From an optimization exercise on the open Yosys and OpenROAD flow, aimed at a short achievable clock period and few clock cycles; shortcuts taken in it are not production practice.
Where RTL was checked, it was by simulation tests only, not by an equivalence proof against the original.
Power is estimated from default activity; no workload was simulated.

==> flow/design.v (excerpt) <==
module cache_top
(
	input  logic                             clk,
	input  logic                             rst,
	input  logic                             cpu_req,
	input  logic                             cpu_we,
	input  logic [cache_pkg::addr_w-1:0]     cpu_addr,
	input  logic [cache_pkg::data_w-1:0]     cpu_wdata,
	output logic                             cpu_ack,
	output logic [cache_pkg::data_w-1:0]     cpu_rdata,
	output logic                             mem_req,
	output logic                             mem_we,
	output logic [cache_pkg::addr_w-1:0]     mem_addr,
	output logic [cache_pkg::data_w-1:0]     mem_wdata,
	input  logic                             mem_ack,
	input  logic [cache_pkg::data_w-1:0]     mem_rdata,
	input  logic                             csr_req,
	input  logic                             csr_we,
	input  logic [cache_pkg::csr_sel_w-1:0]  csr_sel,
	input  logic [cache_pkg::data_w-1:0]     csr_wdata,
	output logic                             csr_ack,
	output logic [cache_pkg::data_w-1:0]     csr_rdata
);
==> module cache_ctrl, before the edit <==
module cache_ctrl
(
	input  logic                           clk,
	input  logic                           rst,
	input  logic                           cpu_req,
	input  logic                           cpu_we,
	input  logic [cache_pkg::addr_w-1:0]   cpu_addr,
	input  logic [cache_pkg::data_w-1:0]   cpu_wdata,
	output logic                           cpu_ack,
	output logic [cache_pkg::data_w-1:0]   cpu_rdata,
	output logic                           mem_req,
	output logic                           mem_we,
	output logic [cache_pkg::addr_w-1:0]   mem_addr,
	output logic [cache_pkg::data_w-1:0]   mem_wdata,
	input  logic                           mem_ack,
	input  logic [cache_pkg::data_w-1:0]   mem_rdata,
	input  logic                           enable,
	output logic                           hit_pulse,
	output logic                           miss_pulse,
	output logic [cache_pkg::index_w-1:0]  lookup_index,
	output logic [cache_pkg::tag_w-1:0]    lookup_tag,
	input  logic                           hit,
	input  logic                           victim_dirty,
	input  logic [cache_pkg::tag_w-1:0]    victim_tag,
	input  logic [cache_pkg::data_w-1:0]   line_data,
	output logic                           wr_en,
	output logic [cache_pkg::index_w-1:0]  wr_index,
	output logic [cache_pkg::tag_w-1:0]    wr_tag,
	output logic [cache_pkg::data_w-1:0]   wr_data,
	output logic                           wr_dirty
);
	logic idle_q;
	logic ack_q;
	logic rdw_q;
	logic fill_q;
	logic rd_pend_q;
	logic rd_wait_q;
	logic [cache_pkg::addr_w-1:0] addr_q;
	logic [cache_pkg::data_w-1:0] rdata_q;
	logic start;
	logic busy;
	logic cached;
	logic go_hit;
	logic go_mem;
	logic mem_done;
	logic fill;
	assign lookup_index = cpu_addr[cache_pkg::index_w-1:0];
	assign lookup_tag = cpu_addr[cache_pkg::addr_w-1:cache_pkg::index_w];
	assign start = idle_q && cpu_req;
	assign busy = mem_req || rd_pend_q;
	assign cached = enable && hit;
	assign go_hit = start && cached;
	assign go_mem = start && !cached && !busy;
	assign mem_done = mem_req && mem_ack;
	assign fill = rdw_q && fill_q && mem_ack;
	assign cpu_ack = (cpu_req && ack_q) || (rdw_q && mem_ack);
	assign cpu_rdata = rdata_q | (mem_rdata & {cache_pkg::data_w{rdw_q}});
	always_ff @(posedge clk or negedge rst)
	begin
		if (!rst)
		begin
			idle_q <= 1'b1;
			ack_q <= 1'b0;
			rdw_q <= 1'b0;
			fill_q <= 1'b0;
			rd_pend_q <= 1'b0;
			rd_wait_q <= 1'b0;
			mem_req <= 1'b0;
			mem_we <= 1'b0;
			wr_en <= 1'b0;
			hit_pulse <= 1'b0;
			miss_pulse <= 1'b0;
		end
		else
		begin
			wr_en <= ((go_hit || go_mem) && enable && cpu_we) || fill;
			hit_pulse <= go_hit;
			miss_pulse <= go_mem && enable;
			if (go_hit)
			begin
				idle_q <= 1'b0;
				ack_q <= 1'b1;
			end
			else if (go_mem)
			begin
				idle_q <= 1'b0;
				ack_q <= cpu_we;
				mem_req <= 1'b1;
				if (enable && victim_dirty)
					rd_pend_q <= 1'b1;
				else
					rdw_q <= !cpu_we;
			end
			else if (ack_q && !cpu_req)
			begin
				idle_q <= 1'b1;
				ack_q <= 1'b0;
			end
			if (start && !busy)
			begin
				fill_q <= enable;
				rd_wait_q <= !cpu_we;
				mem_we <= enable ? victim_dirty : cpu_we;
			end
			if (mem_done)
			begin
				mem_req <= 1'b0;
				if (rdw_q)
				begin
					rdw_q <= 1'b0;
					ack_q <= 1'b1;
				end
			end
			else if (!mem_req && rd_pend_q)
			begin
				mem_req <= 1'b1;
				mem_we <= 1'b0;
				rd_pend_q <= 1'b0;
				rdw_q <= rd_wait_q;
			end
		end
	end
	always_ff @(posedge clk)
	begin
		if (start && !busy)
		begin
			addr_q <= cpu_addr;
			if (enable && victim_dirty)
			begin
				mem_addr <= {victim_tag, lookup_index};
				mem_wdata <= line_data;
			end
			else
			begin
				mem_addr <= cpu_addr;
				mem_wdata <= cpu_wdata;
			end
		end
		else if (!mem_req && rd_pend_q)
			mem_addr <= addr_q;
		if (start)
			rdata_q <= line_data;
		else if (rdw_q && mem_ack)
			rdata_q <= mem_rdata;
		else if (!idle_q && !ack_q)
			rdata_q <= '0;
		if (start)
		begin
			wr_index <= lookup_index;
			wr_tag <= lookup_tag;
			wr_data <= cpu_wdata;
			wr_dirty <= 1'b1;
		end
		else if (rdw_q && mem_ack)
		begin
			wr_index <= addr_q[cache_pkg::index_w-1:0];
			wr_tag <= addr_q[cache_pkg::addr_w-1:cache_pkg::index_w];
			wr_data <= mem_rdata;
			wr_dirty <= 1'b0;
		end
	end
endmodule
clock: 8.0 ns
lec_check: 0
cap_margin: 20
core_margin: 2
core_utilization: 40
setup_slack_margin: 5
slew_margin: 20
run.sh (not shown) runs the stock make flow with config.mk's settings and CLKGATE_MAP_FILE= SYNTH_SCRIPT=/design/flow/synth_recipe.tcl, a recipe that flattens the netlist after the stock synthesis.
Testbench counts at the start, summed over its fixed seeds: cycles 22,434.
Then changed:
--- a/flow/design.v
+++ b/flow/design.v
@@ -161,6 +161,10 @@
 	logic fill_q;
 	logic rd_pend_q;
 	logic rd_wait_q;
+	logic mem_req_q;
+	logic mem_we_q;
+	logic [cache_pkg::addr_w-1:0] mem_addr_q;
+	logic [cache_pkg::data_w-1:0] mem_wdata_q;
 	logic [cache_pkg::addr_w-1:0] addr_q;
 	logic [cache_pkg::data_w-1:0] rdata_q;
 	logic start;
@@ -170,17 +174,29 @@
 	logic go_mem;
 	logic mem_done;
 	logic fill;
+	logic victim_wb;
+	logic new_we;
+	logic [cache_pkg::addr_w-1:0] new_addr;
+	logic [cache_pkg::data_w-1:0] new_wdata;
 	assign lookup_index = cpu_addr[cache_pkg::index_w-1:0];
 	assign lookup_tag = cpu_addr[cache_pkg::addr_w-1:cache_pkg::index_w];
 	assign start = idle_q && cpu_req;
-	assign busy = mem_req || rd_pend_q;
+	assign busy = mem_req_q || rd_pend_q || mem_ack;
 	assign cached = enable && hit;
 	assign go_hit = start && cached;
 	assign go_mem = start && !cached && !busy;
-	assign mem_done = mem_req && mem_ack;
+	assign mem_done = mem_req_q && mem_ack;
 	assign fill = rdw_q && fill_q && mem_ack;
-	assign cpu_ack = (cpu_req && ack_q) || (rdw_q && mem_ack);
-	assign cpu_rdata = rdata_q | (mem_rdata & {cache_pkg::data_w{rdw_q}});
+	assign victim_wb = enable && victim_dirty;
+	assign new_we = enable ? victim_dirty : cpu_we;
+	assign new_addr = victim_wb ? {victim_tag, lookup_index} : cpu_addr;
+	assign new_wdata = victim_wb ? line_data : cpu_wdata;
+	assign mem_req = mem_req_q || go_mem;
+	assign mem_we = mem_req_q ? mem_we_q : new_we;
+	assign mem_addr = mem_req_q ? mem_addr_q : new_addr;
+	assign mem_wdata = mem_req_q ? mem_wdata_q : new_wdata;
+	assign cpu_ack = (cpu_req && ack_q) || (rdw_q && mem_ack) || go_hit || (go_mem && cpu_we);
+	assign cpu_rdata = rdw_q ? mem_rdata : (idle_q ? line_data : rdata_q);
 	always_ff @(posedge clk or negedge rst)
 	begin
 		if (!rst)
@@ -191,8 +207,8 @@
 			fill_q <= 1'b0;
 			rd_pend_q <= 1'b0;
 			rd_wait_q <= 1'b0;
-			mem_req <= 1'b0;
-			mem_we <= 1'b0;
+			mem_req_q <= 1'b0;
+			mem_we_q <= 1'b0;
 			wr_en <= 1'b0;
 			hit_pulse <= 1'b0;
 			miss_pulse <= 1'b0;
@@ -211,8 +227,8 @@
 			begin
 				idle_q <= 1'b0;
 				ack_q <= cpu_we;
-				mem_req <= 1'b1;
-				if (enable && victim_dirty)
+				mem_req_q <= 1'b1;
+				if (victim_wb)
 					rd_pend_q <= 1'b1;
 				else
 					rdw_q <= !cpu_we;
@@ -226,21 +242,21 @@
 			begin
 				fill_q <= enable;
 				rd_wait_q <= !cpu_we;
-				mem_we <= enable ? victim_dirty : cpu_we;
+				mem_we_q <= new_we;
 			end
 			if (mem_done)
 			begin
-				mem_req <= 1'b0;
+				mem_req_q <= 1'b0;
 				if (rdw_q)
 				begin
 					rdw_q <= 1'b0;
 					ack_q <= 1'b1;
 				end
 			end
-			else if (!mem_req && rd_pend_q)
+			else if (!mem_req_q && rd_pend_q)
 			begin
-				mem_req <= 1'b1;
-				mem_we <= 1'b0;
+				mem_req_q <= 1'b1;
+				mem_we_q <= 1'b0;
 				rd_pend_q <= 1'b0;
 				rdw_q <= rd_wait_q;
 			end
@@ -251,25 +267,15 @@
 		if (start && !busy)
 		begin
 			addr_q <= cpu_addr;
-			if (enable && victim_dirty)
-			begin
-				mem_addr <= {victim_tag, lookup_index};
-				mem_wdata <= line_data;
-			end
-			else
-			begin
-				mem_addr <= cpu_addr;
-				mem_wdata <= cpu_wdata;
-			end
+			mem_addr_q <= new_addr;
+			mem_wdata_q <= new_wdata;
 		end
-		else if (!mem_req && rd_pend_q)
-			mem_addr <= addr_q;
+		else if (!mem_req_q && rd_pend_q)
+			mem_addr_q <= addr_q;
 		if (start)
 			rdata_q <= line_data;
 		else if (rdw_q && mem_ack)
 			rdata_q <= mem_rdata;
-		else if (!idle_q && !ack_q)
-			rdata_q <= '0;
 		if (start)
 		begin
 			wr_index <= lookup_index;
Sequential power came out lower by 3.4%.
Flip-flop and latch count stays the same.
Count of clock-buffer cells in the layout goes up by 2.
Design area grows by 4.7%.
Hold slack got worse by 0.012 ns.
Area after synthesis increases by 1.9%.
First-iteration DRC count shrinks by 6.8%.
Synthesized cell count increases by 6.0%.
Die area grows by 1.9%.
Worst setup slack loses 1.9 ns.
No functional check of the RTL was part of the second run of this note.

## what the ideal ports hide
How much do the figures lean on ideal ports? The routed layouts below were timed once more, with nothing changed but the port constraints.
Step 1 assumes that a clkbuf_16 drives the clock port and a buf_2 every other input.
Step 2 adds t to the input delays and takes it off the output delays; t is the mean of the earliest and latest rising clock arrival at the registers after step 1. Input paths then give back, and output paths get back, about the clock's delay inside the block.
a / b / c = ideal ports / drivers / drivers and shift; a / b = the first two.
run	t (ns)	setup WS [ns]	worst setup path at the end	worst data-port slew with drivers (ns)
the first run	0.758	4.358 / 4.306 / 3.731	input to register	0.48
the second run	0.744	2.474 / 1.878 / 1.878	input to output	0.75
After both steps setup and hold are still met in every run listed. For the first run, which loses most, drivers alone change the setup slack by -0.052 ns; drivers and shift together by -0.627 ns.
